Background: an optimization exercise with open tools, aiming at small area, a short achievable clock period and few clock cycles per item. Do not read the settings as production practice.
In this exercise RTL edits were held to simulation tests only and were not proved equivalent to the original.
No activity file was given, so power comes from the tool's default toggle rates.

===== flow/config.mk =====
export PLATFORM = sky130hd
export DESIGN_NAME = dmem_responder
export DESIGN_NICKNAME = dmem_responder
export VERILOG_FILES = /design/flow/design.v
export SDC_FILE = /design/flow/constraint.sdc
export NUM_CORES = 4
export LEC_CHECK = 0
export CAP_MARGIN = 20
export CORE_MARGIN = 2
export CORE_UTILIZATION = 40
export SLEW_MARGIN = 20

===== flow/constraint.sdc =====
create_clock -name core_clock -period 6.0 [get_ports {clk}]
set_input_delay 1.2000 -clock core_clock [delete_from_list [all_inputs] [get_ports {clk}]]
set_output_delay 1.2000 -clock core_clock [all_outputs]
set_load 0.01 [all_outputs]

===== flow/design.v =====
package dmem_pkg;
  typedef enum logic [1:0] {
    IDLE = 2'd0,
    BUSY = 2'd1,
    RESP = 2'd2
  } dmem_state_e;
  localparam int LATENCY_MAX = 15;
  localparam int CNT_W       = 4;
  function automatic logic [31:0] byte_mask(input logic [3:0] m);
    byte_mask = {{8{m[3]}}, {8{m[2]}}, {8{m[1]}}, {8{m[0]}}};
  endfunction
endpackage
module dmem_array
#(
  parameter int DEPTH_WORDS = 64) (
  input  logic          clk,
  input  logic          we_i,
  input  logic [$clog2(DEPTH_WORDS)-1:0] addr_i,
  input  logic [31:0]   wdata_i,
  input  logic [3:0]    wmask_i,
  output logic [31:0]   rdata_o
);
  localparam int AW = $clog2(DEPTH_WORDS);
  logic [31:0] mem_q [DEPTH_WORDS];
  logic [31:0] bitMask;
  assign bitMask = dmem_pkg::byte_mask(wmask_i);
  always_ff @(posedge clk) begin
    if (we_i) begin
      mem_q[addr_i] <= (mem_q[addr_i] & ~bitMask) | (wdata_i & bitMask);
    end
  end
  assign rdata_o = mem_q[addr_i];
endmodule
module dmem_responder
#(
  parameter int DEPTH_WORDS = 64,
  parameter int LATENCY     = 2
) (
  input  logic        clk,
  input  logic        rst,
  input  logic        req_valid,
  output logic        req_ready,
  input  logic        req_write,
  input  logic [31:0] req_addr,
  input  logic [31:0] req_wdata,
  input  logic [3:0]  req_wmask,
  output logic        rsp_valid,
  input  logic        rsp_ready,
  output logic [31:0] rsp_rdata,
  output logic        rsp_err
);
  localparam int AW = $clog2(DEPTH_WORDS);
  dmem_pkg::dmem_state_e      state_q, state_d;
  logic [dmem_pkg::CNT_W-1:0] cnt_q, cnt_d;
  logic             write_q, write_d;
  logic [31:0]      addr_q, addr_d;
  logic [31:0]      wdata_q, wdata_d;
  logic [3:0]       wmask_q, wmask_d;
  logic             rvalid_q, rvalid_d;
  logic [31:0]      rdata_q, rdata_d;
  logic             err_q, err_d;
  logic             accWrite;
  logic [31:0]      accAddr;
  logic [31:0]      accWdata;
  logic [3:0]       accWmask;
  logic             accErr;
  logic             doAccess;
  logic             arrWe;
  logic [31:0]      arrRdata;
  always_comb begin
    if (state_q == dmem_pkg::IDLE) begin
      accWrite = req_write;
      accAddr  = req_addr;
      accWdata = req_wdata;
      accWmask = req_wmask;
    end else begin
      accWrite = write_q;
      accAddr  = addr_q;
      accWdata = wdata_q;
      accWmask = wmask_q;
    end
  end
  assign accErr = (accAddr[1:0] != 2'b00) || (accAddr[31:2] >= 30'(DEPTH_WORDS));
  assign arrWe  = doAccess && accWrite && !accErr;
  dmem_array #(
    .DEPTH_WORDS(DEPTH_WORDS)
  ) u_array (
    .clk    (clk),
    .we_i   (arrWe),
    .addr_i (accAddr[AW+1:2]),
    .wdata_i(accWdata),
    .wmask_i(accWmask),
    .rdata_o(arrRdata)
  );
  always_comb begin
    state_d  = state_q;
    cnt_d    = cnt_q;
    write_d  = write_q;
    addr_d   = addr_q;
    wdata_d  = wdata_q;
    wmask_d  = wmask_q;
    rvalid_d = rvalid_q;
    rdata_d  = rdata_q;
    err_d    = err_q;
    doAccess = 1'b0;
    case (state_q)
      dmem_pkg::IDLE: begin
        if (req_valid) begin
          write_d = req_write;
          addr_d  = req_addr;
          wdata_d = req_wdata;
          wmask_d = req_wmask;
          if (LATENCY == 1) begin
            doAccess = 1'b1;
            state_d  = dmem_pkg::RESP;
          end else begin
            cnt_d   = dmem_pkg::CNT_W'(LATENCY - 1);
            state_d = dmem_pkg::BUSY;
          end
        end
      end
      dmem_pkg::BUSY: begin
        cnt_d = cnt_q - dmem_pkg::CNT_W'(1);
        if (cnt_q == dmem_pkg::CNT_W'(1)) begin
          doAccess = 1'b1;
          state_d  = dmem_pkg::RESP;
        end
      end
      dmem_pkg::RESP: begin
        if (!rvalid_q) begin
          rvalid_d = 1'b1;
        end else if (rsp_ready) begin
          rvalid_d = 1'b0;
          rdata_d  = 32'h0;
          err_d    = 1'b0;
          state_d  = dmem_pkg::IDLE;
        end
      end
      default: begin
        state_d = dmem_pkg::IDLE;
      end
    endcase
    if (doAccess) begin
      err_d   = accErr;
      rdata_d = (!accWrite && !accErr) ? arrRdata : 32'h0;
    end
  end
  always_ff @(posedge clk or posedge rst) begin
    if (rst) begin
      state_q  <= dmem_pkg::IDLE;
      cnt_q    <= '0;
      write_q  <= 1'b0;
      addr_q   <= 32'h0;
      wdata_q  <= 32'h0;
      wmask_q  <= 4'h0;
      rvalid_q <= 1'b0;
      rdata_q  <= 32'h0;
      err_q    <= 1'b0;
    end else begin
      state_q  <= state_d;
      cnt_q    <= cnt_d;
      write_q  <= write_d;
      addr_q   <= addr_d;
      wdata_q  <= wdata_d;
      wmask_q  <= wmask_d;
      rvalid_q <= rvalid_d;
      rdata_q  <= rdata_d;
      err_q    <= err_d;
    end
  end
  assign req_ready = (state_q == dmem_pkg::IDLE);
  assign rsp_valid = rvalid_q;
  assign rsp_rdata = rdata_q;
  assign rsp_err   = err_q;
endmodule

===== flow/run.sh =====
#!/bin/bash
# synth_recipe.tcl (not shown) runs the flow's synth.tcl, then flattens the netlist and writes it again
# the make line also repeats each setting of config.mk as NAME=value (left out here)
make -C /OpenROAD-flow-scripts/flow DESIGN_CONFIG=/design/flow/config.mk WORK_HOME=/design/flow/orfs CLKGATE_MAP_FILE= SYNTH_SCRIPT=/design/flow/synth_recipe.tcl finish

==> results of run 1 <==
flip-flops by register name, indices dropped and copies added, names as in the netlist:
| register | count |
|---|---|
| write_q | 1 |
| rdata_q | 32 |
| wdata_q | 32 |
| rvalid_q | 1 |
| err_q | 1 |
| wmask_q | 4 |
| u_array.mem_q | 2048 |
| addr_q | 32 |
| state_q | 2 |
| cnt_q | 4 |
synth_stat cells, drive strengths merged (5+ instances only):
cell type and count:
o211ai 10, nand3b 6, a22o 17, o32ai 13, a41oi 20, nor2b 11, inv 13, a21boi 5
a21oi 184, or3b 7, a32oi 6, o22ai 133, mux2i 16, a211oi 34, mux4 5, or2 5
nand4 66, or4 5, and3 15, nor2 140, o21ai 136, buf 183, nor3b 50, dfrtp 109
edfxtp 2048, nand2 402, nand2b 27, a221oi 287, nor3 54, and2 8, a2111oi 29, a31oi 10
or4b 11, nor4 18, nand3 45, clkbuf 178, a22oi 620, a222oi 6
final cells by class:
class | count | area [um2]
Clock buffer | 268 | 5545
Sequential cell | 2157 | 64230
Multi-Input combinational cell | 2439 | 16790
Tap cell | 2672 | 3343
Timing Repair Buffer | 494 | 5634
Clock inverter | 122 | 1057
Antenna cell | 5 | 12.51
Inverter | 14 | 60.06
Fill cell | 16890 | 105900
worst register-to-register path: cells and delay by family, from the launching register on:
kind	cells	cell delay [ns]
and+or+nand+nor	5	1.65
AOI/OAI and AO/OA	3	1.53
buffers and inverters	4	1.27
DFF	1	0.85
kinds of logic after synthesis:
family,synth area share
DFF,0.7867
xor gates and xnor gates,0.0002146
adders and majority gates,0.0003065
muxes,0.003387
AOI/OAI and AO/OA,0.1371
and+or+nand+nor,0.05157
buffers and inverters,0.02071
stage by stage:
stage	util	hold WS, ns	worst slack, ns	std cells	power, uW
2_1_floorplan	-	0.4368	0.5979	4971	33070
3_3_place_gp	0.4438	0.4508	-0.5018	7768	45360
5_1_grt	0.4773	0.4925	0.2795	8166	60310
3_5_place_dp	0.4440	0.4593	-0.2509	7770	45780
4_1_cts	0.4766	0.4739	0.4259	8160	58330
6_report	0.4773	0.4735	0.3119	8171	58930
per-layer routing:
| metal | vias up | routed length, um | track usage |
|---|---|---|---|
| li1 | 21180 | - | - |
| met1 | 26990 | 105800 | 0.3502 |
| met2 | 3559 | 125400 | 0.3946 |
| met3 | 658 | 31920 | 0.06604 |
| met4 | 4 | 16500 | 0.1369 |
| met5 | - | 34 | 0 |
final timing paths:
path                                              from                        endpoint  slack (ns)  cells after the start
worst max-delay path            state_q[1]$_DFFE_PP0P_  u_array.mem_q[16][4]$_DFFE_PP_        0.31                     12
worst min-delay path             addr_q[9]$_DFFE_PP0P_           addr_q[9]$_DFFE_PP0P_        0.47                      2
worst max register to register  state_q[1]$_DFFE_PP0P_  u_array.mem_q[16][4]$_DFFE_PP_        0.31                     12
worst min register to register   addr_q[9]$_DFFE_PP0P_           addr_q[9]$_DFFE_PP0P_        0.47                      2
max in group asynchronous                          rst         wdata_q[17]$_DFFE_PP0P_        3.96                      3
min in group asynchronous                          rst         rdata_q[28]$_DFFE_PP0P_        0.88                      2
where the power goes:
part | internal, uW | leakage (uW) | switching (uW) | total (uW)
Clock | 6990 | 0.00322 | 5730 | 12700
Sequential | 22500 | 0.0198 | 245 | 22700
Combinational | 6070 | 0.00733 | 17400 | 23500
Total | 35600 | 0.0303 | 23400 | 58900
==> metrics.md, run 1 <==
| Metric | Value |
|---|---|
| Rel. slew slack | `0.2159` |
| WL/cell | `34.23 um` |
| #FFs+latches synth | `between 2000 and 2500` |
| DR DRC count | `0` |
| Yosys warns | `2` |
| Post-Syn Instances | `between 4000 and 5000` |
| RSZ-0062 raised after global routing | `no` |
| Initial antenna violation count | `10` |
| Final period util | `0.9480` |
| TritonCTS clock tree | `yes` |
| Cts bufs inserted | `211` |
| Ports | `between 100 and 150` |
| FMAX | `about 180 MHz` |
| Cell area after layout | `between 90000 and 100000 um2` |
| Vias in the first global route | `~49000` |
| NumNets Final | `around 5400` |
| Core Region | `202500 um2` |
| Ys flop type | `edfxtp_1` |
| Mean Syn Cell Area | `16.42 um2` |
| H-Tree Depth | `4` |
| Post-synth EDFFs | `approximately 2000` |
| Leakage | `between 0.03 and 0.04 uW` |
| Max Slew Vio Count | `0` |
| Status | `complete, no violations` |
| Most used cell, CP | `buf_4` |
| Routed Antenna Nets | `0` |
| Critical path buffer and inverter count | `4` |
| Crit. End Element | `register` |
| PortBufs | `between 100 and 150` |
| Sequential share of the synthesized area | `0.7867` |
| Die Ht | `455.8 um` |
| Total gr overflow | `0` |
| Yosys top cell by area | `edfxtp_1` |
| Most frequent cells in the layout | `2048 x edfxtp_1, 620 x a22oi_1, 397 x nand2_1` |
| Postcts setup bufs | `0` |
| Clock Sinks | `between 2000 and 2500` |
| Worst EP arrival | `between 6 and 7 ns` |
| DR pass1 iterations | `7` |
| Die area | `207700 um2` |
| Setup skew after layout | `0.04753 ns` |
| Top cell type's share of synthesized area | `0.7533` |
| Vias | `approximately 52000` |
| Synth area leaders | `edfxtp_1 75%, a22oi_1 5.7%, dfrtp_1 3.3%` |
| Crit-path cells | `buf_4 > nor3b_1 > or2_1 > buf_4 > nand2_2 > buf_4 > a41oi_1 > a21oi_1 > nand4_1 > a211oi_1 > nor3_4 > buf_12` |
| Tightest Hold Check Type | `reg -> reg` |
| Total power divided by cell area | `between 600 and 700 nW/um2` |
| Hold_buf cts | `0` |
| Post-synth cell types | `80` |
| Total of max-cap violations | `0` |
| CP delay by family, top | `simple AND/OR/NAND/NOR gates` |
| Worst-path fanout max | `64` |
| Cell area after placement | `around 90000 um2` |
| Total global-route track usage | `0.2616` |
| Initial Util | `0.4031` |
| Worst-path clk slew | `0.06 ns` |
| Share of cells above drive strength 1 | `0.1534` |
| Largest net degree at the start of global routing | `81` |
| Peak supply drop | `~0.67 mV` |
| CTS root buf | `clkbuf_16` |
| Syn_nets | `5046` |
| DRT iter0 DRCs | `about 8000` |
| Row count | `between 150 and 200` |
| Vias/cell | `about 6.4` |
| CP max stage cell | `dfrtp_1` |
| Min Tclk post-route | `between 5 and 6 ns` |
| CTS Buffer Depth | `3` |
| RD Place Congestion | `a little under 1` |
| Dpl hpwl | `167.9 mm` |
| Setup-failing EPs final | `0` |
| Worst setup SP type | `register` |
| Setup CP Type | `reg -> reg` |
| Setup_tns | `0 ns` |
| Area delta synth->final | `18.42%` |
| First-pass GRT wire length | `just under 400 mm` |
| Post-CTS sizing | `0` |
| Fraction of registers with async set/reset | `0.05053` |
| Hold Violations, Final | `0` |
| Post-Route WL | `279.7 mm` |
| Worst Path Required | `approximately 6.5 ns` |
| Worst slew pin tran | `around 1.2 ns` |
| Synth Cell Area | `~80000 um2` |
| Die X | `~460 um` |
| Most common cell after layout, fill and taps aside | `edfxtp_1` |
| Skew-Pair Late Insertion Delay | `slightly below 0.9 ns` |
| CP max stage delay | `between 0.8 and 0.9 ns` |
Testbench counts, summed over its fixed seeds: cycles 48,000, items 12,000.
==> run 2, diff against run 1 <==
==> flow/design.v (replaced) <==
package dmem_pkg;
  function automatic logic [31:0] byte_mask(input logic [3:0] m);
    byte_mask = {{8{m[3]}}, {8{m[2]}}, {8{m[1]}}, {8{m[0]}}};
  endfunction
endpackage
module dmem_array (
  input  logic        clk,
  input  logic        we_i,
  input  logic [5:0]  addr_i,
  input  logic [31:0] wdata_i,
  input  logic [3:0]  wmask_i,
  output logic [31:0] rdata_o
);
  logic [31:0] mem_q [64];
  for (genvar w = 0; w < 64; w++) begin : g_word
    for (genvar b = 0; b < 4; b++) begin : g_byte
      always_ff @(posedge clk) begin
        if (we_i && addr_i == 6'(w) && wmask_i[b]) begin
          mem_q[w][8*b +: 8] <= wdata_i[8*b +: 8];
        end
      end
    end
  end
  assign rdata_o = mem_q[addr_i];
endmodule
module dmem_responder (
  input  logic        clk,
  input  logic        rst,
  input  logic        req_valid,
  output logic        req_ready,
  input  logic        req_write,
  input  logic [31:0] req_addr,
  input  logic [31:0] req_wdata,
  input  logic [3:0]  req_wmask,
  output logic        rsp_valid,
  input  logic        rsp_ready,
  output logic [31:0] rsp_rdata,
  output logic        rsp_err
);
  logic        v1_q;
  logic        wr1_q;
  logic        err1_q;
  logic [5:0]  idx1_q;
  logic [31:0] wdata1_q;
  logic [3:0]  wmask1_q;
  logic        ov_q, kv_q;
  logic [31:0] odata_q, kdata_q;
  logic        oerr_q, kerr_q;
  logic        acc, adv, oload;
  logic [31:0] arrRdata;
  logic [31:0] newData;
  assign req_ready = !v1_q || !kv_q;
  assign acc       = req_valid && req_ready;
  assign adv       = v1_q && !kv_q;
  assign oload     = !ov_q || rsp_ready;
  dmem_array u_array (
    .clk    (clk),
    .we_i   (adv && wr1_q && !err1_q),
    .addr_i (idx1_q),
    .wdata_i(wdata1_q),
    .wmask_i(wmask1_q),
    .rdata_o(arrRdata)
  );
  assign newData = (!wr1_q && !err1_q) ? arrRdata : 32'h0;
  always_ff @(posedge clk or posedge rst) begin
    if (rst) begin
      v1_q <= 1'b0;
      ov_q <= 1'b0;
      kv_q <= 1'b0;
    end else begin
      if (acc)      v1_q <= 1'b1;
      else if (adv) v1_q <= 1'b0;
      if (oload)    ov_q <= kv_q || adv;
      if (kv_q)     kv_q <= !oload;
      else          kv_q <= adv && !oload;
    end
  end
  always_ff @(posedge clk) begin
    if (acc) begin
      wr1_q    <= req_write;
      err1_q   <= (req_addr[1:0] != 2'b00) || (req_addr[31:8] != 24'h0);
      idx1_q   <= req_addr[7:2];
      wdata1_q <= req_wdata;
      wmask1_q <= req_wmask;
    end
    if (oload) begin
      odata_q <= kv_q ? kdata_q : newData;
      oerr_q  <= kv_q ? kerr_q : err1_q;
    end
    if (!kv_q && adv && !oload) begin
      kdata_q <= newData;
      kerr_q  <= err1_q;
    end
  end
  assign rsp_valid = ov_q;
  assign rsp_rdata = odata_q;
  assign rsp_err   = oerr_q;
endmodule
==> run 2 against run 1 <==
  * Still clean on timing, DRC and antenna
  * Worst hold slack improved by 0.010 ns
  * Cell count decreased by 6.1%
  * Wire length increased by 28%
  * Final area decreased by 3.4%
  * Sequential share of layout area increased by 3.0 points
  * Clock power increased by 9%
  * Power decreased by 46%
  * Register-to-register slack improved by 0.73 ns
  * Die area decreased by 1.1%
  * Non-clock buffer count decreased by 176
  * Setup slack improved by 0.73 ns
  * Combinational power decreased by 94%
  * Largest cell class unchanged
  * Highest routed layer unchanged
==> metrics.md, run 2 <==
| Metric | Value |
|---|---|
| Worst-path fanout max | `17 (-73%)` |
| Setup_tns | `0 ns (unchanged)` |
| Max Slew Vio Count | `0 (unchanged)` |
| Final Non-Filler Cells | `7674 (-6.1%)` |
| Most frequent cells in the layout | `2158 x edfxtp_1, 618 x a22oi_1, 406 x and3_1` |
| Vias | `54840 (+4.7%)` |
| TritonCTS clock tree | `yes` |
| DR pass1 iterations | `10 (+3)` |
| Rel. slew slack | `0.09707 (-0.1189)` |
| Worst Path Required | `6.62 ns (+0.08 ns)` |
| Yosys warns | `3 (+1)` |
| Ys flop type | `edfxtp_1` |
| Die X | `453.3 um (-0.54%)` |
| Initial Util | `0.4032 (about the same)` |
| Clock Sinks | `2161 (+0.19%)` |
| RSZ-0062 raised after global routing | `no` |
| Largest register FFs | `2048 (unchanged)` |
| Min Tclk post-route | `4.963 ns (-0.7251 ns)` |
| Area delta synth->final | `15.70%` |
| Final period util | `0.8272 (-0.1209)` |
| Peak supply drop | `0.3350 mV (-50%)` |
| Most frequent cells after synthesis | `2158 x edfxtp_1, 618 x a22oi_1, 408 x and3_1` |
| Row count | `164 (-0.61%)` |
| Largest Register | `u_array.mem_q` |
| Post-Route WL | `357.2 mm (+28%)` |
| Setup-failing EPs final | `0 (unchanged)` |
| Sequential share of the synthesized area | `0.8034 (+0.01670)` |
| Hold Violations, Final | `0 (unchanged)` |
| Top cell type's share of synthesized area | `0.8025 (+0.04918)` |
| Synth area leaders | `edfxtp_1 80%, a22oi_1 5.7%, and3_1 3.2%` |
| Postcts setup bufs | `0 (unchanged)` |
| Post-Syn Instances | `4589 (-7.7%)` |
| Total of max-cap violations | `0 (unchanged)` |
| FMAX | `201.5 MHz (+15%)` |
| Setup skew after layout | `0.04795 ns (+0.0004169 ns)` |
| Synth Cell Area | `80750 um2 (-1.1%)` |
| Yosys top cell by area | `edfxtp_1` |
| Total power divided by cell area | `341.6 nW/um2 (-44%)` |
| Ports | `108 (unchanged)` |
| Worst-path clk slew | `0.06 ns (about the same)` |
| Worst slew pin tran | `1.351 ns (+0.1794 ns)` |
| Die Ht | `453.3 um (-0.54%)` |
| Initial antenna violation count | `29 (+19)` |
| CTS Buffer Depth | `3 (unchanged)` |
| Routed Antenna Nets | `0 (unchanged)` |
| #FFs+latches synth | `2161 (+0.19%)` |
| Post-synth EDFFs | `2158 (+5.4%)` |
| RD Place Congestion | `0.9757 (+0.91%)` |
| Dpl hpwl | `220.0 mm (+31%)` |
| Hold WS | `0.4834 ns (+0.009968 ns)` |
| Tightest Hold Check Type | `in -> async` |
| DRT iter0 DRCs | `13430 (+65%)` |
| Mean Syn Cell Area | `17.60 um2 (+7.1%)` |
| Cts bufs inserted | `213 (+0.95%)` |
| Total gr overflow | `0 (unchanged)` |
| R2R Setup Slk | `1.04 ns (+0.73 ns)` |
| Syn_nets | `4662 (-7.6%)` |
| Crit. End Element | `register` |
| WL/cell | `46.55 um (+36%)` |
| Fin util | `0.4665 (-0.01082)` |
| Worst setup SP type | `register` |
| Count leader, synth | `edfxtp_1` |
| Total power | `31920 uW (-46%)` |
| Post-CTS sizing | `0 (unchanged)` |
| Vias/cell | `7.147 (+11%)` |
| NumNets Final | `4879 (-9.5%)` |
| DR DRC count | `0 (unchanged)` |
| Worst EP arrival | `5.59 ns (-0.63 ns)` |
| Total global-route track usage | `0.3392 (+0.07760)` |
| Most common cell after layout, fill and taps aside | `edfxtp_1` |
| Placed insts | `7244 (-6.8%)` |
| Core Region | `200300 um2 (-1.1%)` |
| PortBufs | `107 (unchanged)` |
| Vias in the first global route | `49550 (+0.43%)` |
| Post-synth cell types | `73 (-8.8%)` |
| Leakage | `0.03049 uW (+0.59%)` |
| Share of cells above drive strength 1 | `0.1391 (-0.01436)` |
| Setup CP Type | `reg -> reg` |
| H-Tree Depth | `4 (unchanged)` |
| First-pass GRT wire length | `462.9 mm (+20%)` |
| Hold_buf cts | `0 (unchanged)` |
| Largest net degree at the start of global routing | `67 (-17%)` |
| CTS root buf | `clkbuf_16` |
| Skew-Pair Late Insertion Delay | `0.89 ns (+0.02 ns)` |
| Die area | `205500 um2 (-1.1%)` |
| Fraction of registers with async set/reset | `0.001388 (-0.04914)` |
| Status | `complete, no violations` |
run 2: cell types whose count changed in the layout (fill, tap and decap cells not counted), sizes merged, moves of 82 or more:
| cell | delta |
|---|---|
| and3 | +394 |
| nand2 | -315 |
| a221oi | -231 |
| buf | -177 |
| a21oi | -131 |
| o22ai | -130 |
| o21ai | -112 |
| edfxtp | +110 |
| dfrtp | -106 |
| nand4 | +82 |
run 2: kinds of logic after synthesis:
| family | Yosys count | synth area share |
|---|---|---|
| buf+inv | 319 | 0.01711 |
| flops | 2161 | 0.8034 |
| mux | 60 | 0.008135 |
| compound gates | 995 | 0.09551 |
| simple gates | 1054 | 0.07583 |
run 2: area by class of cell:
type,count,area [um2]
tap,2656,3323
sequential,2161,64880
clock buffer,251,5473
timing repair buffer,318,2771
multi-input combinational,2109,15260
fill,16970,106800
antenna,28,70.07
clock inverter,148,1637
inverter,3,11.26
run 2: worst paths after layout:
| check | from | endpoint | cells after the start |
|---|---|---|---|
| worst max-delay path | idx1_q[1]$_DFFE_PP_ | odata_q[27]$_DFFE_PN_ | 9 |
| worst min-delay path | rst | kv_q$_DFF_PP0_ | 2 |
| worst max register to register | idx1_q[1]$_DFFE_PP_ | odata_q[27]$_DFFE_PN_ | 9 |
| worst min register to register | kdata_q[11]$_DFFE_PP_ | odata_q[11]$_DFFE_PN_ | 2 |
| max in group asynchronous | rst | kv_q$_DFF_PP0_ | 2 |
| min in group core_clock | kdata_q[11]$_DFFE_PP_ | odata_q[11]$_DFFE_PN_ | 2 |
run 2: per-stage QoR:
step / cell area [um2] / setup WS, ns
after floorplan: 80750 / 0.9269
after global placement: 86140 / 1.345
after detailed placement: 86180 / 1.332
after CTS: 93280 / 1.304
after global routing: 93360 / 1.169
final: 93430 / 1.037
run 2: layer usage:
| metal | global-route usage | wire, um |
|---|---|---|
| met2 | 0.4776 | 148100 |
| met1 | 0.4286 | 119500 |
| met3 | 0.1485 | 62220 |
| met5 | 0 | 243 |
| met4 | 0.2099 | 27190 |
run 2: critical path, stage by stage (launching register included):
cell       delay (ns)
edfxtp_1         0.40
buf_4            0.24
nand2b_2         0.81
nor2_4           0.39
buf_4            0.40
a2111oi_0        0.99
nand3_1          0.28
or4_1            0.62
o221a_2          0.29
mux2_2           0.26
run 2: power breakdown:
group          total, uW  switching [uW]  internal [uW]
Sequential         16800            52.3          16700
Combinational       1360            1070            297
Clock              13800            6130           7660
Total              31900            7250          24700
Testbench counts of run 2, summed over its fixed seeds: cycles 12,016, items 12,000.
==> run 3, diff against run 2 <==
==> flow/design.v (replaced) <==
package dmem_pkg;
  function automatic logic [31:0] byte_mask(input logic [3:0] m);
    byte_mask = {{8{m[3]}}, {8{m[2]}}, {8{m[1]}}, {8{m[0]}}};
  endfunction
endpackage
module dmem_array (
  input  logic        clk,
  input  logic [7:0]  lo_i,
  input  logic [7:0]  hi_i,
  input  logic [31:0] wdata_i,
  input  logic [3:0]  wmask_i,
  output logic [31:0] rdata_o
);
  logic [31:0] mem_q [64];
  logic [31:0] grp [8];
  for (genvar w = 0; w < 64; w++) begin : g_word
    for (genvar b = 0; b < 4; b++) begin : g_byte
      always_ff @(posedge clk) begin
        if (hi_i[w/8] && lo_i[w%8] && wmask_i[b]) begin
          mem_q[w][8*b +: 8] <= wdata_i[8*b +: 8];
        end
      end
    end
  end
  always_comb begin
    for (int j = 0; j < 8; j++) begin
      grp[j] = 32'h0;
      for (int i = 0; i < 8; i++) begin
        grp[j] = grp[j] | (mem_q[8*j+i] & {32{lo_i[i]}});
      end
    end
    rdata_o = 32'h0;
    for (int j = 0; j < 8; j++) begin
      rdata_o = rdata_o | (grp[j] & {32{hi_i[j]}});
    end
  end
endmodule
module dmem_responder (
  input  logic        clk,
  input  logic        rst,
  input  logic        req_valid,
  output logic        req_ready,
  input  logic        req_write,
  input  logic [31:0] req_addr,
  input  logic [31:0] req_wdata,
  input  logic [3:0]  req_wmask,
  output logic        rsp_valid,
  input  logic        rsp_ready,
  output logic [31:0] rsp_rdata,
  output logic        rsp_err
);
  logic        v1_q;
  logic        ld1_q;
  logic        err1_q;
  logic [7:0]  lo1_q, hi1_q;
  logic [31:0] wdata1_q;
  logic [3:0]  wmask1_q;    
  logic        reqErr;
  logic        ov_q, kv_q;
  logic [31:0] odata_q, kdata_q;
  logic        oerr_q, kerr_q;
  logic        rdy_q;
  logic        acc, adv, oload;
  logic        v1_d, kv_d;
  logic [31:0] arrRdata;
  logic [31:0] newData;
  assign req_ready = rdy_q;
  assign acc       = req_valid && req_ready;
  assign adv       = v1_q && !kv_q;
  assign oload     = !ov_q || rsp_ready;
  dmem_array u_array (
    .clk    (clk),
    .lo_i   (lo1_q),
    .hi_i   (hi1_q),
    .wdata_i(wdata1_q),
    .wmask_i(wmask1_q),
    .rdata_o(arrRdata)
  );
  assign reqErr  = (req_addr[1:0] != 2'b00) || (req_addr[31:8] != 24'h0);
  assign newData = ld1_q ? arrRdata : 32'h0;
  assign v1_d = acc || (v1_q && !adv);
  assign kv_d = kv_q ? !oload : (adv && !oload);
  always_ff @(posedge clk or posedge rst) begin
    if (rst) begin
      v1_q  <= 1'b0;
      wmask1_q <= 4'h0;
      ov_q  <= 1'b0;
      kv_q  <= 1'b0;
      rdy_q <= 1'b1;
    end else begin
      v1_q  <= v1_d;
      if (acc) wmask1_q <= (req_write && !reqErr) ? req_wmask : 4'h0;
      kv_q  <= kv_d;
      rdy_q <= !v1_d || !kv_d;
      if (oload) ov_q <= kv_q || adv;
    end
  end
  always_ff @(posedge clk) begin
    if (acc) begin
      ld1_q    <= !req_write && !reqErr;
      err1_q   <= reqErr;
      lo1_q    <= 8'b1 << req_addr[4:2];
      hi1_q    <= 8'b1 << req_addr[7:5];
      wdata1_q <= req_wdata;
    end
    if (oload) begin
      odata_q <= kv_q ? kdata_q : newData;
      oerr_q  <= kv_q ? kerr_q : err1_q;
    end
    if (!kv_q && adv && !oload) begin
      kdata_q <= newData;
      kerr_q  <= err1_q;
    end
  end
  assign rsp_valid = ov_q;
  assign rsp_rdata = odata_q;
  assign rsp_err   = oerr_q;
endmodule
--- a/flow/config.mk
+++ b/flow/config.mk
@@ -8,4 +8,5 @@
 export CAP_MARGIN = 20
 export CORE_MARGIN = 2
-export CORE_UTILIZATION = 40
+export CORE_UTILIZATION = 50
+export SETUP_SLACK_MARGIN = 3.3
 export SLEW_MARGIN = 20
==> run 3 against run 2 <==
  * Synthesized cell count fell by 4.9%
  * Power fell by 2.7%
  * Sequential power barely moved
  * Non-clock buffer count fell by 121
  * Highest routed layer is now met4
  * Setup slack improved by 2.1 ns
  * Largest cell class unchanged
==> metrics.md, run 3 <==
| Metric | Value |
|---|---|
| R2R Setup Slk | `3.32 ns (+2.28 ns)` |
| Levels on crit path | `1 (-8)` |
| DR DRC count | `0 (unchanged)` |
| TritonCTS clock tree | `yes` |
| Total of max-cap violations | `0 (unchanged)` |
| Dpl hpwl | `107.7 mm (-51%)` |
| Ys flop type | `edfxtp_1` |
| Met1 WL | `84.27 mm (-29%)` |
| Tightest Hold Check Type | `reg -> reg` |
| Filler cell count | `12030 (-29%)` |
| CP delay by family, top | `flip-flops` |
| Hold_buf cts | `0 (unchanged)` |
| CP max stage cell | `edfxtp_1` |
| Most common cell after layout, fill and taps aside | `edfxtp_1` |
| Synth area leaders | `edfxtp_1 81%, a22oi_1 11%, and3_1 2.0%` |
| Vias/cell | `6.410 (-10%)` |
| Leakage | `0.02856 uW (-6.3%)` |
| Post-Route WL | `196.7 mm (-45%)` |
| Die area | `162900 um2 (-21%)` |
| Skew-Pair Late Insertion Delay | `0.83 ns (-0.06 ns)` |
| Setup-failing EPs final | `0 (unchanged)` |
| Vias in the first global route | `42220 (-15%)` |
| #FFs+latches synth | `2172 (+0.51%)` |
| Worst-path clk slew | `0.06 ns (about the same)` |
| Total power divided by cell area | `349.0 nW/um2 (+2.2%)` |
| Worst-path fanout max | `1 (-16)` |
| Post-synth cell types | `26 (-64%)` |
| Clock Sinks | `2172 (+0.51%)` |
| Die Ht | `403.6 um (-11%)` |
| Metal2 WL | `95.01 mm (-36%)` |
| Largest Register | `u_array.mem_q` |
| Most frequent cells after synthesis | `2164 x edfxtp_1, 1132 x a22oi_1, 259 x and3_1` |
| Fraction of registers with async set/reset | `0.003683 (+0.002295)` |
| Hold WS | `0.4710 ns (-0.01243 ns)` |
| FMAX | `345.0 MHz (+71%)` |
| Worst setup SP type | `register` |
| Hold Crit Depth | `0` |
| Worst Path Required | `4.80 ns (-1.82 ns)` |
| Setup_tns | `0 ns (unchanged)` |
| Peak supply drop | `0.2936 mV (-12%)` |
| Routed Antenna Nets | `0 (unchanged)` |
| Mean Syn Cell Area | `18.30 um2 (+4.0%)` |
| Crit. End Element | `primary output` |
| Fin util | `0.5617 (+0.09519)` |
| Initial Util | `0.5040 (+0.1008)` |
| Sequential share of the synthesized area | `0.8166 (+0.01315)` |
| Total gr overflow | `0 (unchanged)` |
| Top sig layer | `met4` |
| Area delta synth->final | `11.45%` |
| RD Place Congestion | `0.7573 (-22%)` |
| Count leader, synth | `edfxtp_1` |
| Hold Violations, Final | `0 (unchanged)` |
| Met3 wire length | `13.55 mm (-78%)` |
| Status | `complete, no violations` |
| ANT cells | `0 (-100%)` |
| Ports | `108 (unchanged)` |
| H-Tree Depth | `4 (unchanged)` |
| Post-synth EDFFs | `2164 (+0.28%)` |
| Share of cells above drive strength 1 | `0.09443 (-0.04465)` |
| Vias | `42740 (-22%)` |
| RSZ-0062 raised after global routing | `yes` |
| CTS root buf | `clkbuf_16` |
| Initial antenna violation count | `7 (-76%)` |
| Die X | `403.6 um (-11%)` |
| Critical path buffer and inverter count | `1 (-1)` |
| First-pass GRT wire length | `288.3 mm (-38%)` |
| Core Region | `158400 um2 (-21%)` |
| Max Slew Vio Count | `0 (unchanged)` |
| Most frequent cells in the layout | `2164 x edfxtp_1, 1121 x a22oi_1, 258 x and3_1` |
| Crit-path cells | `buf_6` |
| Cts bufs inserted | `208 (-2.3%)` |
| Yosys warns | `4 (+1)` |
| Rel. slew slack | `0.2787 (+0.1817)` |
| Depth of the worst register-to-register path | `6 (-3)` |
| CTS Buffer Depth | `3 (unchanged)` |
| DR pass1 iterations | `6 (-4)` |
| CP max stage delay | `0.69 ns (-0.30 ns)` |
| Min Tclk post-route | `2.899 ns (-2.064 ns)` |
| PortBufs | `107 (unchanged)` |
| Largest register FFs | `2048 (unchanged)` |
| Largest net degree at the start of global routing | `154 (+130%)` |
| Total global-route track usage | `0.2391 (-0.1001)` |
| Syn_nets | `4435 (-4.9%)` |
| Setup CP Type | `reg -> out` |
| NumNets Final | `4492 (-7.9%)` |
| Setup skew after layout | `0.02214 ns (-0.02581 ns)` |
| Top cell type's share of synthesized area | `0.8140 (+0.01155)` |
| Worst slew pin tran | `1.082 ns (-0.2693 ns)` |
| WL/cell | `29.50 um (-37%)` |
| Synth Cell Area | `79830 um2 (-1.1%)` |
| Row count | `146 (-11%)` |
| Yosys top cell by area | `edfxtp_1` |
| Post-Syn Instances | `4362 (-4.9%)` |
| DRT iter0 DRCs | `4888 (-64%)` |
| Worst EP arrival | `1.70 ns (-3.89 ns)` |
| Final period util | `0.4831 (-0.3440)` |
run 3: timing repair:
item	4_1_cts	5_1_grt
endpoints found under the setup margin	99	49
pin swaps	0	1
hold endpoints to repair	0	0
gates resized for setup	155	16
buffers inserted	6	4
run 3: where the power goes:
group | leakage, uW | internal [uW] | switching (uW)
Sequential | 0.0196 | 16900 | 98.3
Combinational | 0.00589 | 468 | 1380
Clock | 0.00305 | 6750 | 5470
Total | 0.0286 | 24100 | 6950
run 3: area by class of cell:
cell class	instances	area, um2	area share
clock buffers	274	5474	0.06153
clock inverters	113	779.5	0.008762
flip-flops and latches	2172	65190	0.7328
well taps	2072	2592	0.02914
repair buffers	197	1841	0.02069
inverters	3	15.01	0.0001688
multi-input cells	1837	13070	0.1469
run 3: logic make-up (layout without fill, tap and decap cells):
logic type,count (synthesis),after routing,synth area share
flops,2172,2172,0.8166
buf+inv,353,587,0.02072
simple gates,648,648,0.05053
compound gates,1188,1188,0.1120
mux,1,1,0.0001411
run 3: layer usage:
metal | track usage | vias to the layer above
met5 | 0 | -
met4 | 0.05763 | 0
met3 | 0.03565 | 243
met2 | 0.3811 | 1675
met1 | 0.3500 | 22290
li1 | - | 18540
run 3: stage by stage:
stage,cells,cell area [um2],setup WS (ns),total power (uW)
floorplan,4362,79860,3.112,18250
global placement,6271,82660,2.783,19130
detailed placement,6271,82660,2.789,19160
CTS,6664,88850,3.051,31210
global route,6668,88960,3.081,31920
finish,6668,88960,3.101,31050
run 3: final timing paths:
check                                        from                       to
hold / removal                   err1_q$_DFFE_PP_         kerr_q$_DFFE_PP_
setup reg to reg           lo1_q[1]$_SDFFCE_PP0P_    odata_q[18]$_DFFE_PN_
setup / recovery            odata_q[15]$_DFFE_PN_            rsp_rdata[15]
hold reg to reg                  err1_q$_DFFE_PP_         kerr_q$_DFFE_PP_
min in group asynchronous                     rst  wmask1_q[1]$_DFFE_PP0P_
max in group asynchronous                     rst          rdy_q$_DFF_PP1_
Testbench counts of run 3, summed over its fixed seeds: cycles 12,016, items 12,000.
==> run 4, diff against run 3 <==
--- a/flow/design.v
+++ b/flow/design.v
@@ -60,10 +60,10 @@
   logic [31:0] odata_q, kdata_q;
   logic        oerr_q, kerr_q;
-  logic        rdy_q;
+  logic        busy_q;
   logic        acc, adv, oload;
   logic        v1_d, kv_d;
   logic [31:0] arrRdata;
   logic [31:0] newData;
-  assign req_ready = rdy_q;
+  assign req_ready = !busy_q;
   assign acc       = req_valid && req_ready;
   assign adv       = v1_q && !kv_q;
@@ -87,11 +87,17 @@
       ov_q  <= 1'b0;
       kv_q  <= 1'b0;
-      rdy_q <= 1'b1;
+      busy_q <= 1'b0;
+      odata_q <= 32'h0;
+      oerr_q  <= 1'b0;
     end else begin
       v1_q  <= v1_d;
       if (acc) wmask1_q <= (req_write && !reqErr) ? req_wmask : 4'h0;
       kv_q  <= kv_d;
-      rdy_q <= !v1_d || !kv_d;
-      if (oload) ov_q <= kv_q || adv;
+      busy_q <= v1_d && kv_d;
+      if (oload) begin
+        ov_q    <= kv_q || adv;
+        odata_q <= kv_q ? kdata_q : newData;
+        oerr_q  <= kv_q ? kerr_q : err1_q;
+      end
     end
   end
@@ -104,8 +110,4 @@
       wdata1_q <= req_wdata;
     end
-    if (oload) begin
-      odata_q <= kv_q ? kdata_q : newData;
-      oerr_q  <= kv_q ? kerr_q : err1_q;
-    end
     if (!kv_q && adv && !oload) begin
       kdata_q <= newData;
--- a/flow/config.mk
+++ b/flow/config.mk
@@ -9,4 +9,4 @@
 export CORE_MARGIN = 2
 export CORE_UTILIZATION = 50
-export SETUP_SLACK_MARGIN = 3.3
+export SETUP_SLACK_MARGIN = 3.5
 export SLEW_MARGIN = 20
==> run 4 against run 3 <==
  * Clock power up 6%
  * Non-clock buffer count up 37
  * Sequential share of layout area down 1.7 points
  * Via count up 2.6%
  * Count of clock-buffer cells in the layout up 1
  * First-iteration DRC count up 2.8%
  * Critical endpoint is now rsp_rdata[23]
  * Cell count up 1.2%
  * Highest routed layer unchanged
  * Wire length up 7.3%
  * Core utilization up 1.2 points
  * Synthesized area about the same
  * Synthesized cell count up 1.0%
  * Power up 3.2%
  * Largest power group unchanged
  * Largest cell class unchanged
==> metrics.md, run 4 <==
| Metric | Value |
|---|---|
| Dpl hpwl | `109.0 mm (+1.2%)` |
| Sequential share of the synthesized area | `0.8150 (-0.001599)` |
| Clock Sinks | `2172 (unchanged)` |
| Post-synth cell types | `28 (+7.7%)` |
| Largest register FFs | `2048 (unchanged)` |
| Vias/cell | `6.498 (+1.4%)` |
| Largest Register | `u_array.mem_q` |
| Worst-path clk slew | `0.06 ns (about the same)` |
| Setup_tns | `0 ns (unchanged)` |
| Worst slew pin tran | `1.118 ns (+0.03578 ns)` |
| Max Slew Vio Count | `0 (unchanged)` |
| Total gr overflow | `0 (unchanged)` |
| Cts bufs inserted | `214 (+2.9%)` |
| Cell area after placement | `82670 um2 (about the same)` |
| Skew-Pair Late Insertion Delay | `0.83 ns (about the same)` |
| Worst setup SP type | `register` |
| WL/cell | `31.26 um (+6.0%)` |
| Most common cell after layout, fill and taps aside | `edfxtp_1` |
| Area delta synth->final | `13.86%` |
| Min Tclk post-route | `2.690 ns (-0.2090 ns)` |
| CP max stage delay | `0.50 ns (-0.19 ns)` |
| Share of cells above drive strength 1 | `0.1371 (+0.04262)` |
| Routed Antenna Nets | `0 (unchanged)` |
| Synth area leaders | `edfxtp_1 80%, a22oi_1 11%, and3_1 2.0%` |
| Worst-path fanout max | `2 (+1)` |
| RSZ-0062 raised after global routing | `yes` |
| Tightest Hold Check Type | `reg -> reg` |
| CTS root buf | `clkbuf_16` |
| Core Region | `158400 um2 (unchanged)` |
| Most frequent cells in the layout | `2131 x edfxtp_1, 1036 x a22oi_1, 258 x and3_1` |
| Leakage | `0.02934 uW (+2.7%)` |
| FMAX | `371.8 MHz (+7.8%)` |
| Row count | `146 (unchanged)` |
| Ys flop type | `edfxtp_1` |
| First-pass GRT wire length | `297.4 mm (+3.2%)` |
| Depth of the worst register-to-register path | `7 (+1)` |
| Yosys top cell by area | `edfxtp_1` |
| PortBufs | `107 (unchanged)` |
| Total power divided by cell area | `352.8 nW/um2 (+1.1%)` |
| CP delay by family, top | `flip-flops` |
| Yosys warns | `4 (unchanged)` |
| Setup-failing EPs final | `0 (unchanged)` |
| Status | `complete, no violations` |
| Final period util | `0.4483 (-0.03483)` |
| Crit-path cells | `buf_6` |
| Most frequent cells after synthesis | `2131 x edfxtp_1, 1152 x a22oi_1, 259 x and3_1` |
| Levels on crit path | `1 (unchanged)` |
| Setup skew after layout | `0.02615 ns (+0.004007 ns)` |
| Hold_buf cts | `0 (unchanged)` |
| Largest net degree at the start of global routing | `162 (+5.2%)` |
| GRT Max-Usage Layer | `met2` |
| DR DRC count | `0 (unchanged)` |
| RR Startpoint | `lo1_q[3]$_SDFFCE_PP0P_` |
| Worst Path Required | `4.80 ns (about the same)` |
| Crit. End Element | `primary output` |
| Initial antenna violation count | `4 (-3)` |
| Hold Violations, Final | `0 (unchanged)` |
| Vias in the first global route | `42550 (+0.79%)` |
| Die Ht | `403.4 um (about the same)` |
| #FFs+latches synth | `2172 (unchanged)` |
| Total of max-cap violations | `0 (unchanged)` |
| Total global-route track usage | `0.2488 (+0.009721)` |
| Die X | `403.4 um (about the same)` |
| Rel. slew slack | `0.2549 (-0.02386)` |
| Setup CP Type | `reg -> out` |
| NumNets Final | `4571 (+1.8%)` |
| Die area | `162800 um2 (about the same)` |
| Met3 Use GR | `0.03604 (+0.0003956)` |
| Met2 track demand over resource | `0.4001 (+0.01905)` |
| DR pass1 iterations | `6 (unchanged)` |
| DRT iter0 DRCs | `5023 (+2.8%)` |
| Synth Cell Area | `79780 um2 (about the same)` |
| Cell area after layout | `90840 um2 (+2.1%)` |
| Post-synth EDFFs | `2131 (-1.5%)` |
| Mean Syn Cell Area | `18.11 um2 (-1.1%)` |
| Crit path from | `odata_q[23]$_DFFE_PP0N_` |
| Fraction of registers with async set/reset | `0.01888 (+0.01519)` |
| Post-Route WL | `211.0 mm (+7.3%)` |
| H-Tree Depth | `4 (unchanged)` |
| CTS Buffer Depth | `3 (unchanged)` |
| Count leader, synth | `edfxtp_1` |
| Ports | `108 (unchanged)` |
| Initial Util | `0.5037 (about the same)` |
| RD Place Congestion | `0.7652 (+1.0%)` |
| ANT cells | `0 (unchanged)` |
| Worst EP arrival | `1.49 ns (-0.21 ns)` |
| Top cell type's share of synthesized area | `0.8021 (-0.01194)` |
| Vias | `43860 (+2.6%)` |
| Peak supply drop | `0.2926 mV (-0.35%)` |
| Hold Crit Depth | `2 (+2)` |
| Met1 Use GR | `0.3608 (+0.01071)` |
| Post-Syn Instances | `4406 (+1.0%)` |
| HP Start | `kdata_q[6]$_DFFE_PP_` |
| TritonCTS clock tree | `yes` |
| CP max stage cell | `dfrtp_2` |
| Critical path buffer and inverter count | `1 (unchanged)` |
| Syn_nets | `4479 (+0.99%)` |
==> run 4: area by class of cell <==
type	instances	area [um2]
Clock inverter	120	996.0
Fill cell	11770	67540
Tap cell	2072	2592
Multi-Input combinational cell	1872	13780
Timing Repair Buffer	234	2675
Clock buffer	275	5715
Inverter	4	18.77
Sequential cell	2172	65060
==> run 4: timing repair <==
| action | 4_1_cts | 5_1_grt |
|---|---|---|
| cloned | 8 | 10 |
| setup endpoints to repair | 582 | 93 |
| pin swaps | 1 | 27 |
| setup buffers | 19 | 5 |
| gates resized for setup | 305 | 92 |
==> run 4: final timing paths <==
kind	to	slack [ns]
worst min-delay path	odata_q[6]$_DFFE_PP0N_	0.52
worst min register to register	odata_q[6]$_DFFE_PP0N_	0.52
max in group asynchronous	odata_q[28]$_DFFE_PP0N_	4.64
worst max register to register	kdata_q[10]$_DFFE_PP_	3.49
worst max-delay path	rsp_rdata[23]	3.31
min in group asynchronous	ov_q$_DFFE_PP0N_	0.80
==> run 4: stage by stage <==
step / instances / setup slack (ns) / total power (uW) / util / hold slack, ns
5_1_grt: 6749 / 3.272 / 32930 / 0.5736 / 0.5468
4_1_cts: 6732 / 3.287 / 32110 / 0.5699 / 0.5281
2_1_floorplan: 4406 / 3.070 / 18270 / - / 0.4257
3_3_place_gp: 6310 / 2.731 / 19210 / 0.5220 / 0.5013
3_5_place_dp: 6310 / 2.743 / 19230 / 0.5220 / 0.5139
6_report: 6749 / 3.310 / 32050 / 0.5736 / 0.5184
==> run 4: cell families (layout without fill, tap and decap cells) <==
| logic type | count (synthesis) | count (layout) | share of synthesized area |
|---|---|---|---|
| muxes | 1 | 1 | 0.0001255 |
| and+or+nand+nor | 650 | 650 | 0.05074 |
| DFF | 2172 | 2172 | 0.8150 |
| AOI/OAI and AO/OA | 1221 | 1221 | 0.1134 |
| buffers and inverters | 362 | 633 | 0.02075 |
==> run 4: tightest hold or removal path, stage by stage, from the launching register on <==
cell and delay [ns]:
edfxtp_1 0.32, a21oi_1 0.06, o22ai_1 0.09
==> run 4: layer usage <==
metal / share of wire / up-vias
li1: - / 18780
met4: 0.021 / 0
met3: 0.073 / 262
met5: 0 / -
met1: 0.42 / 22920
met2: 0.49 / 1901
==> run 4: power breakdown <==
part	switching, uW	internal (uW)	total, uW	leakage (uW)
registers	162	16900	17000	0.0196
clock network	5650	7230	12900	0.00330
logic	1520	632	2160	0.00640
Testbench counts of run 4, summed over its fixed seeds: cycles 12,016, items 12,000.
==> run 5, diff against run 4 <==
--- a/flow/config.mk
+++ b/flow/config.mk
@@ -9,4 +9,6 @@
 export CORE_MARGIN = 2
 export CORE_UTILIZATION = 50
+export CTS_CLUSTER_DIAMETER = 60
+export CTS_CLUSTER_SIZE = 30
 export SETUP_SLACK_MARGIN = 3.5
 export SLEW_MARGIN = 20
==> run 5 against run 4 <==
  * Still clean on timing, DRC and antenna
  * Cell count fell by 2.0%
  * Final area decreased by 1.9%
  * Sequential share of layout area up 1.4 points
  * Power decreased by 6.8%
  * Synthesized area unchanged
  * Sequential power hardly changed
  * Clock skew increased by 0.0079 ns
  * Count of clock-buffer cells in the layout is 117 lower
  * Core utilization fell by 1.1 points
  * Critical path depth unchanged
  * Critical endpoint unchanged
==> metrics.md, run 5 <==
| Metric | Value |
|---|---|
| Status | `complete, no violations` |
| CP max stage delay | `0.51 ns (about the same)` |
| Sequential share of the synthesized area | `0.8150 (unchanged)` |
| Yosys warns | `4 (unchanged)` |
| RSZ-0062 raised after global routing | `yes` |
| Ports | `108 (unchanged)` |
| Initial Util | `0.5037 (unchanged)` |
| Vias in the first global route | `41740 (-1.9%)` |
| DR DRC count | `0 (unchanged)` |
| Routed Antenna Nets | `0 (unchanged)` |
| Die area | `162800 um2 (unchanged)` |
| Largest Register | `u_array.mem_q` |
| Leakage | `0.02852 uW (-2.8%)` |
| Worst-path clk slew | `0.09 ns (+0.03 ns)` |
| Setup CP Type | `reg -> out` |
| ANT cells | `0 (unchanged)` |
| Setup_tns | `0 ns (unchanged)` |
| Setup-failing EPs final | `0 (unchanged)` |
| Filler cell count | `11940 (+1.4%)` |
| #FFs+latches synth | `2172 (unchanged)` |
| Share of cells above drive strength 1 | `0.1239 (-0.01315)` |
| Skew-Pair Late Insertion Delay | `0.80 ns (-0.03 ns)` |
| Rel. slew slack | `0.2509 (-0.003991)` |
| Met1 Use GR | `0.3511 (-0.009676)` |
| RD Place Congestion | `0.7652 (unchanged)` |
| Total power | `29860 uW (-6.8%)` |
| Vias/cell | `6.568 (+1.1%)` |
| Crit. End Element | `primary output` |
| Total power divided by cell area | `335.1 nW/um2 (-5.0%)` |
| RR Startpoint | `lo1_q[3]$_SDFFCE_PP0P_` |
| TritonCTS clock tree | `yes` |
| H-Tree Depth | `4 (unchanged)` |
| Largest register FFs | `2048 (unchanged)` |
| Tightest Hold Check Type | `reg -> reg` |
| Total gr overflow | `0 (unchanged)` |
| Worst EP arrival | `1.46 ns (-0.03 ns)` |
| Syn_nets | `4479 (unchanged)` |
| FMAX | `375.3 MHz (+0.96%)` |
| Placed insts | `6310 (unchanged)` |
| Clock Sinks | `2172 (unchanged)` |
| Area delta synth->final | `11.70%` |
| Row count | `146 (unchanged)` |
| Worst setup SP type | `register` |
| Initial antenna violation count | `9 (+5)` |
| Core Region | `158400 um2 (unchanged)` |
| Total global-route track usage | `0.2454 (-0.003472)` |
| Worst Path Required | `4.80 ns (about the same)` |
| Die Ht | `403.4 um (unchanged)` |
| PortBufs | `107 (unchanged)` |
| NumNets Final | `4505 (-1.4%)` |
| Total of max-cap violations | `0 (unchanged)` |
| Crit path from | `odata_q[23]$_DFFE_PP0N_` |
| Max Slew Vio Count | `0 (unchanged)` |
| Worst slew pin tran | `1.124 ns (+0.005988 ns)` |
| Count leader, synth | `edfxtp_1` |
| Post-synth EDFFs | `2131 (unchanged)` |
| Critical path buffer and inverter count | `1 (unchanged)` |
| CTS root buf | `clkbuf_16` |
| Synth Cell Area | `79780 um2 (unchanged)` |
| Ys flop type | `edfxtp_1` |
| Largest net degree at the start of global routing | `162 (unchanged)` |
| Post-Syn Instances | `4406 (unchanged)` |
| Worst-path fanout max | `2 (unchanged)` |
| Peak supply drop | `0.3215 mV (+9.9%)` |
| HP Start | `kdata_q[16]$_DFFE_PP_` |
| Hold_buf cts | `0 (unchanged)` |
| DRT iter0 DRCs | `5680 (+13%)` |
| First-pass GRT wire length | `292.2 mm (-1.7%)` |
| Fin util | `0.5627 (-0.01088)` |
| Vias | `43450 (-0.92%)` |
| Dpl hpwl | `109.0 mm (unchanged)` |
| Synth area leaders | `edfxtp_1 80%, a22oi_1 11%, and3_1 2.0%` |
| Met3 Use GR | `0.04119 (+0.005143)` |
| Hold Violations, Final | `0 (unchanged)` |
| Met2 track demand over resource | `0.3877 (-0.01239)` |
| Min Tclk post-route | `2.664 ns (-0.02546 ns)` |
| Setup skew after layout | `0.03407 ns (+0.007921 ns)` |
| CTS Buffer Depth | `3 (unchanged)` |
| Most frequent cells in the layout | `2131 x edfxtp_1, 1063 x a22oi_1, 258 x and3_1` |
| CP max stage cell | `dfrtp_2` |
| Final Non-Filler Cells | `6616 (-2.0%)` |
| Post-synth cell types | `28 (unchanged)` |
| Fraction of registers with async set/reset | `0.01888 (unchanged)` |
| Final period util | `0.4441 (-0.004243)` |
| DR pass1 iterations | `5 (-1)` |
| Post-Route WL | `212.6 mm (+0.77%)` |
| Die X | `403.4 um (unchanged)` |
| GRT Max-Usage Layer | `met2` |
| Mean Syn Cell Area | `18.11 um2 (unchanged)` |
| Most common cell after layout, fill and taps aside | `edfxtp_1` |
| Crit-path cells | `buf_6` |
| WL/cell | `32.14 um (+2.8%)` |
| Top cell type's share of synthesized area | `0.8021 (unchanged)` |
| Most frequent cells after synthesis | `2131 x edfxtp_1, 1152 x a22oi_1, 259 x and3_1` |
| CP delay by family, top | `flip-flops` |
| Yosys top cell by area | `edfxtp_1` |
| Cts bufs inserted | `141 (-34%)` |
## run 5: cell counts after synthesis
Identical to the previous run, type by type.
## run 5: cells by family (layout without fill, tap and decap cells)
group / Yosys count / after routing / synth area share
flip-flops: 2172 / 2172 / 0.8150
multiplexers: 1 / 1 / 0.0001255
buffers and inverters: 362 / 500 / 0.02075
AO/OA/AOI/OAI: 1221 / 1221 / 0.1134
AND/OR/NAND/NOR: 650 / 650 / 0.05074
## run 5: final timing paths
kind	end	slack [ns]	depth (start not counted)
worst max-delay path	rsp_rdata[23]	3.34	1
worst min register to register	odata_q[16]$_DFFE_PP0N_	0.53	2
worst min-delay path	odata_q[16]$_DFFE_PP0N_	0.53	2
max in group asynchronous	odata_q[30]$_DFFE_PP0N_	4.55	2
min in group asynchronous	wmask1_q[3]$_DFFE_PP0P_	0.88	2
worst max register to register	kdata_q[30]$_DFFE_PP_	3.41	6
## run 5: layer usage
layer  part of all wire  vias to the layer above
li1                   -                    18590
met3              0.075                      262
met2               0.48                     1852
met1               0.42                    22740
met5           0.000071                        -
met4              0.029                        2
## run 5: power by group
part	leakage, uW	internal, uW	switching [uW]
registers	0.0196	16800	164
logic	0.00646	640	1550
clock network	0.00241	5230	5450
total	0.0285	22700	7160
## run 5: per-stage QoR
| step | area (um2) | hold slack [ns] | worst slack (ns) |
|---|---|---|---|
| 3_3_place_gp | 82670 | 0.5013 | 2.731 |
| 5_1_grt | 89120 | 0.5573 | 3.295 |
| 2_1_floorplan | 79840 | 0.4257 | 3.070 |
| 6_report | 89120 | 0.5253 | 3.336 |
| 3_5_place_dp | 82670 | 0.5139 | 2.743 |
| 4_1_cts | 88470 | 0.5299 | 3.309 |
## run 5: repair_timing
action / CTS / global route
setup buffers: 16 / 10
endpoints found under the setup margin: 574 / 96
resized for setup: 292 / 77
gates cloned: 8 / 16
pin swaps: 4 / 24
## run 5: final cells by class
cell class	count	area (um2)	share of cell area
flip-flops and latches	2172	65060	0.7301
multi-input cells	1872	13640	0.1531
clock buffers	158	3782	0.04244
repair buffers	241	2798	0.03139
well taps	2072	2592	0.02909
clock inverters	97	1219	0.01367
inverters	4	20.02	0.0002246
==> run 6, diff against run 5 <==
--- a/flow/config.mk
+++ b/flow/config.mk
@@ -13,2 +13,3 @@
 export SETUP_SLACK_MARGIN = 3.5
 export SLEW_MARGIN = 20
+export TNS_END_PERCENT = 5
==> run 6 against run 5 <==
  * Combinational power is 11% lower
  * Clock skew is 0.0019 ns lower
  * First-iteration DRC count is 9.8% lower
  * Critical endpoint is now kdata_q[29]$_DFFE_PP_
  * Highest routed layer is now met4
  * Still clean
==> metrics.md, run 6 <==
| Metric | Value |
|---|---|
| Mean Syn Cell Area | `18.11 um2 (unchanged)` |
| Crit. End Element | `register` |
| Clock Sinks | `2172 (unchanged)` |
| CP max stage cell | `edfxtp_1` |
| Min Tclk post-route | `2.665 ns (+0.0006000 ns)` |
| Share of cells above drive strength 1 | `0.09765 (-0.02625)` |
| Worst reg2reg endpoint | `kdata_q[29]$_DFFE_PP_` |
| RD Place Congestion | `0.7782 (+1.7%)` |
| Skew-Pair Late Insertion Delay | `0.79 ns (about the same)` |
| Final Non-Filler Cells | `6588 (-0.42%)` |
| Post-synth cell types | `28 (unchanged)` |
| Initial Util | `0.5037 (unchanged)` |
| Vias in the first global route | `41050 (-1.7%)` |
| Metal2 WL | `91.35 mm (-11%)` |
| Ys flop type | `edfxtp_1` |
| Yosys warns | `4 (unchanged)` |
| Setup_tns | `0 ns (unchanged)` |
| Sequential share of the synthesized area | `0.8150 (unchanged)` |
| CTS root buf | `clkbuf_16` |
| WL/cell | `29.20 um (-9.2%)` |
| Most used cell, CP | `a22oi_1` |
| Top sig layer | `met4` |
| CP max stage delay | `0.48 ns (-0.03 ns)` |
| H-Tree Depth | `4 (unchanged)` |
| Dpl hpwl | `104.5 mm (-4.1%)` |
| Vias/cell | `6.470 (-1.5%)` |
| Levels on crit path | `6 (+5)` |
| Synth Cell Area | `79780 um2 (unchanged)` |
| Met3 wire length | `13.19 mm (-17%)` |
| RR Startpoint | `lo1_q[2]$_SDFFCE_PP0P_` |
| Most common cell after layout, fill and taps aside | `edfxtp_1` |
| NumNets Final | `4469 (-0.80%)` |
| Critical path buffer and inverter count | `1 (unchanged)` |
| Initial antenna violation count | `5 (-4)` |
| Hold Violations, Final | `0 (unchanged)` |
| Vias | `42630 (-1.9%)` |
| #FFs+latches synth | `2172 (unchanged)` |
| Total of max-cap violations | `0 (unchanged)` |
| Most frequent cells in the layout | `2131 x edfxtp_1, 1130 x a22oi_1, 259 x and3_1` |
| Worst setup SP type | `register` |
| Cts bufs inserted | `142 (+0.71%)` |
| Yosys top cell by area | `edfxtp_1` |
| DRT iter0 DRCs | `5126 (-9.8%)` |
| Worst EP arrival | `3.21 ns (+1.75 ns)` |
| Crit path from | `lo1_q[2]$_SDFFCE_PP0P_` |
| Crit-path cells | `buf_12 > a22oi_1 > nand4_1 > a22oi_1 > and4_1 > nor2b_1` |
| Hold WS | `0.4555 ns (-0.06981 ns)` |
| Count leader, synth | `edfxtp_1` |
| Most frequent cells after synthesis | `2131 x edfxtp_1, 1152 x a22oi_1, 259 x and3_1` |
| Rel. slew slack | `0.3136 (+0.06269)` |
| DR pass1 iterations | `6 (+1)` |
| CTS Buffer Depth | `3 (unchanged)` |
| Worst-path clk slew | `0.09 ns (about the same)` |
| Core Region | `158400 um2 (unchanged)` |
| Setup-failing EPs final | `0 (unchanged)` |
| Worst slew pin tran | `1.027 ns (-0.09622 ns)` |
| Worst Path Required | `6.55 ns (+1.75 ns)` |
| Largest Register | `u_array.mem_q` |
| Row count | `146 (unchanged)` |
| Worst setup endpoint | `kdata_q[29]$_DFFE_PP_` |
| Die area | `162800 um2 (unchanged)` |
| Filler cell count | `12040 (+0.90%)` |
| Ports | `108 (unchanged)` |
| Depth of the worst register-to-register path | `6 (unchanged)` |
| ANT cells | `0 (unchanged)` |
| PortBufs | `107 (unchanged)` |
| Largest register FFs | `2048 (unchanged)` |
| HP Start | `err1_q$_DFFE_PP_` |
| Total global-route track usage | `0.2329 (-0.01244)` |
| Total gr overflow | `0 (unchanged)` |
| Syn_nets | `4479 (unchanged)` |
| Final period util | `0.4442 (about the same)` |
| Top cell type's share of synthesized area | `0.8021 (unchanged)` |
| Placed insts | `6306 (-0.063%)` |
| Die X | `403.4 um (unchanged)` |
| Die Ht | `403.4 um (unchanged)` |
| RSZ-0062 raised after global routing | `yes` |
| Met1 WL | `83.80 mm (-5.1%)` |
| FMAX | `375.2 MHz (about the same)` |
| CP delay by family, top | `compound AO/OA/AOI/OAI gates` |
| Setup skew after layout | `0.03220 ns (-0.001870 ns)` |
| Total power divided by cell area | `337.1 nW/um2 (+0.63%)` |
| Max Slew Vio Count | `0 (unchanged)` |
| Status | `complete, no violations` |
| Synth area leaders | `edfxtp_1 80%, a22oi_1 11%, and3_1 2.0%` |
| Peak supply drop | `0.2909 mV (-9.5%)` |
| R2R Setup Slk | `3.34 ns (-0.07 ns)` |
| Post-Route WL | `192.3 mm (-9.5%)` |
| TritonCTS clock tree | `yes` |
| Worst-path fanout max | `153 (+151)` |
| Area delta synth->final | `10.26%` |
| Leakage | `0.02817 uW (-1.2%)` |
| DR DRC count | `0 (unchanged)` |
| Routed Antenna Nets | `0 (unchanged)` |
| Total power | `29660 uW (-0.67%)` |
| Largest net degree at the start of global routing | `172 (+6.2%)` |
| Post-synth EDFFs | `2131 (unchanged)` |
| Setup CP Type | `reg -> reg` |
| Hold_buf cts | `0 (unchanged)` |
| Tightest Hold Check Type | `reg -> reg` |
| First-pass GRT wire length | `281.0 mm (-3.9%)` |
| Fraction of registers with async set/reset | `0.01888 (unchanged)` |
| Post-Syn Instances | `4406 (unchanged)` |
## run 6: cell types whose count changed in the layout (fill, tap and decap cells not counted), moves of 14 or more
cell and delta:
a22oi_1 +67, a22oi_2 -67, and4_1 +14, and4_4 -14, buf_2 +22, buf_6 -41, dfrtp_1 +18, dfrtp_2 -18
## run 6: timing repair
item / in CTS / in global routing
setup buffers: 17 / 0
cloned: 0 / 1
gates resized for setup: 179 / 30
setup endpoints to repair: 314 / 198
pin swaps: 1 / 0
## run 6: through the flow
stage	util	cell area (um2)	setup slack (ns)
after global routing	0.5554	87970	3.322
final	0.5554	87970	3.335
after floorplan	-	79820	3.070
after CTS	0.5545	87820	3.307
after global placement	0.5216	82600	2.291
after detailed placement	0.5216	82600	2.255
## run 6: power breakdown
| part | total, uW | switching, uW | leakage [uW] | internal (uW) |
|---|---|---|---|---|
| logic | 1960 | 1430 | 0.00603 | 524 |
| registers | 16900 | 101 | 0.0197 | 16800 |
| clock network | 10800 | 5500 | 0.00248 | 5280 |
## run 6: area by class of cell
type / count / area (um2) / share of cell area
tap: 2072 / 2592 / 0.02947
multi-input combinational: 1872 / 13250 / 0.1507
timing repair buffer: 204 / 1946 / 0.02212
clock inverter: 108 / 1324 / 0.01505
inverter: 4 / 16.27 / 0.0001849
clock buffer: 156 / 3797 / 0.04317
sequential: 2172 / 65040 / 0.7394
## run 6: metal layers
metal,track usage,up-vias
met3,0.03268,225
met5,0,-
met4,0.05710,0
met1,0.3490,22210
li1,-,18530
met2,0.3640,1667
## run 6: worst reg2reg max path: stages (launching register included)
cell and delay (ns):
edfxtp_1 0.48, buf_12 0.30, a22oi_1 0.61, nand4_1 0.22, a22oi_1 0.43, and4_1 0.34
nor2b_1 0.07
## run 6: worst min path at each step
stage	endpoint	slack [ns]	cells after the start
after CTS	kerr_q$_DFFE_PP_	0.46	0
after detailed placement	kerr_q$_DFFE_PP_	0.46	0
after global placement	kerr_q$_DFFE_PP_	0.47	0
final	kerr_q$_DFFE_PP_	0.46	0
after floorplan	kerr_q$_DFFE_PP_	0.43	0
after global routing	kerr_q$_DFFE_PP_	0.50	0
## run 6: cell families (layout without fill, tap and decap cells)
family | count (synthesis) | after routing | synth area share
AO/OA/AOI/OAI | 1221 | 1221 | 0.1134
buffers and inverters | 362 | 472 | 0.02075
flip-flops | 2172 | 2172 | 0.8150
multiplexers | 1 | 1 | 0.0001255
AND/OR/NAND/NOR | 650 | 650 | 0.05074

==> separate check: timing with driven ports <==
The flow's constraints put no driver on any port. The routed layouts listed below were extracted and timed again, unchanged, in two steps.
Step 1 (the two cells are an assumption about what drives the block):
set clk [get_ports {clk}]
set_driving_cell -lib_cell sky130_fd_sc_hd__clkbuf_16 $clk
set_driving_cell -lib_cell sky130_fd_sc_hd__buf_2 [delete_from_list [all_inputs] $clk]
Step 2 adds t to the input delays and takes it off the output delays; t is the mean of the earliest and latest rising clock arrival at the registers after step 1. Input paths then give back, and output paths get back, about the clock's delay inside the block.
Slacks: ideal ports / drivers / drivers and shift; pairs: ideal ports / drivers.
run	shift t [ns]	slack for setup (ns)	clock arrival spread, ns	worst register clock-pin slew, ns	cell pins on the clock port's net
run 1	0.940	0.312 / 0.312 / -0.490	0.049 / 0.048	0.07 / 0.07	1
run 2	0.963	1.037 / 1.037 / 1.037	0.057 / 0.058	0.07 / 0.07	1
run 3	0.891	3.101 / 3.025 / 2.765	0.028 / 0.027	0.06 / 0.06	1
run 4	0.895	3.310 / 3.229 / 2.714	0.029 / 0.028	0.07 / 0.07	1
run 5	0.855	3.336 / 3.256 / 2.740	0.045 / 0.045	0.10 / 0.10	1
run 6	0.852	3.335 / 3.296 / 2.668	0.038 / 0.038	0.10 / 0.10	1
With both steps, setup timing fails in run 1, where it was met with ideal ports. The setup slack of run 1, which loses most, moves by 0.000 ns with the drivers and by -0.802 ns with both steps.
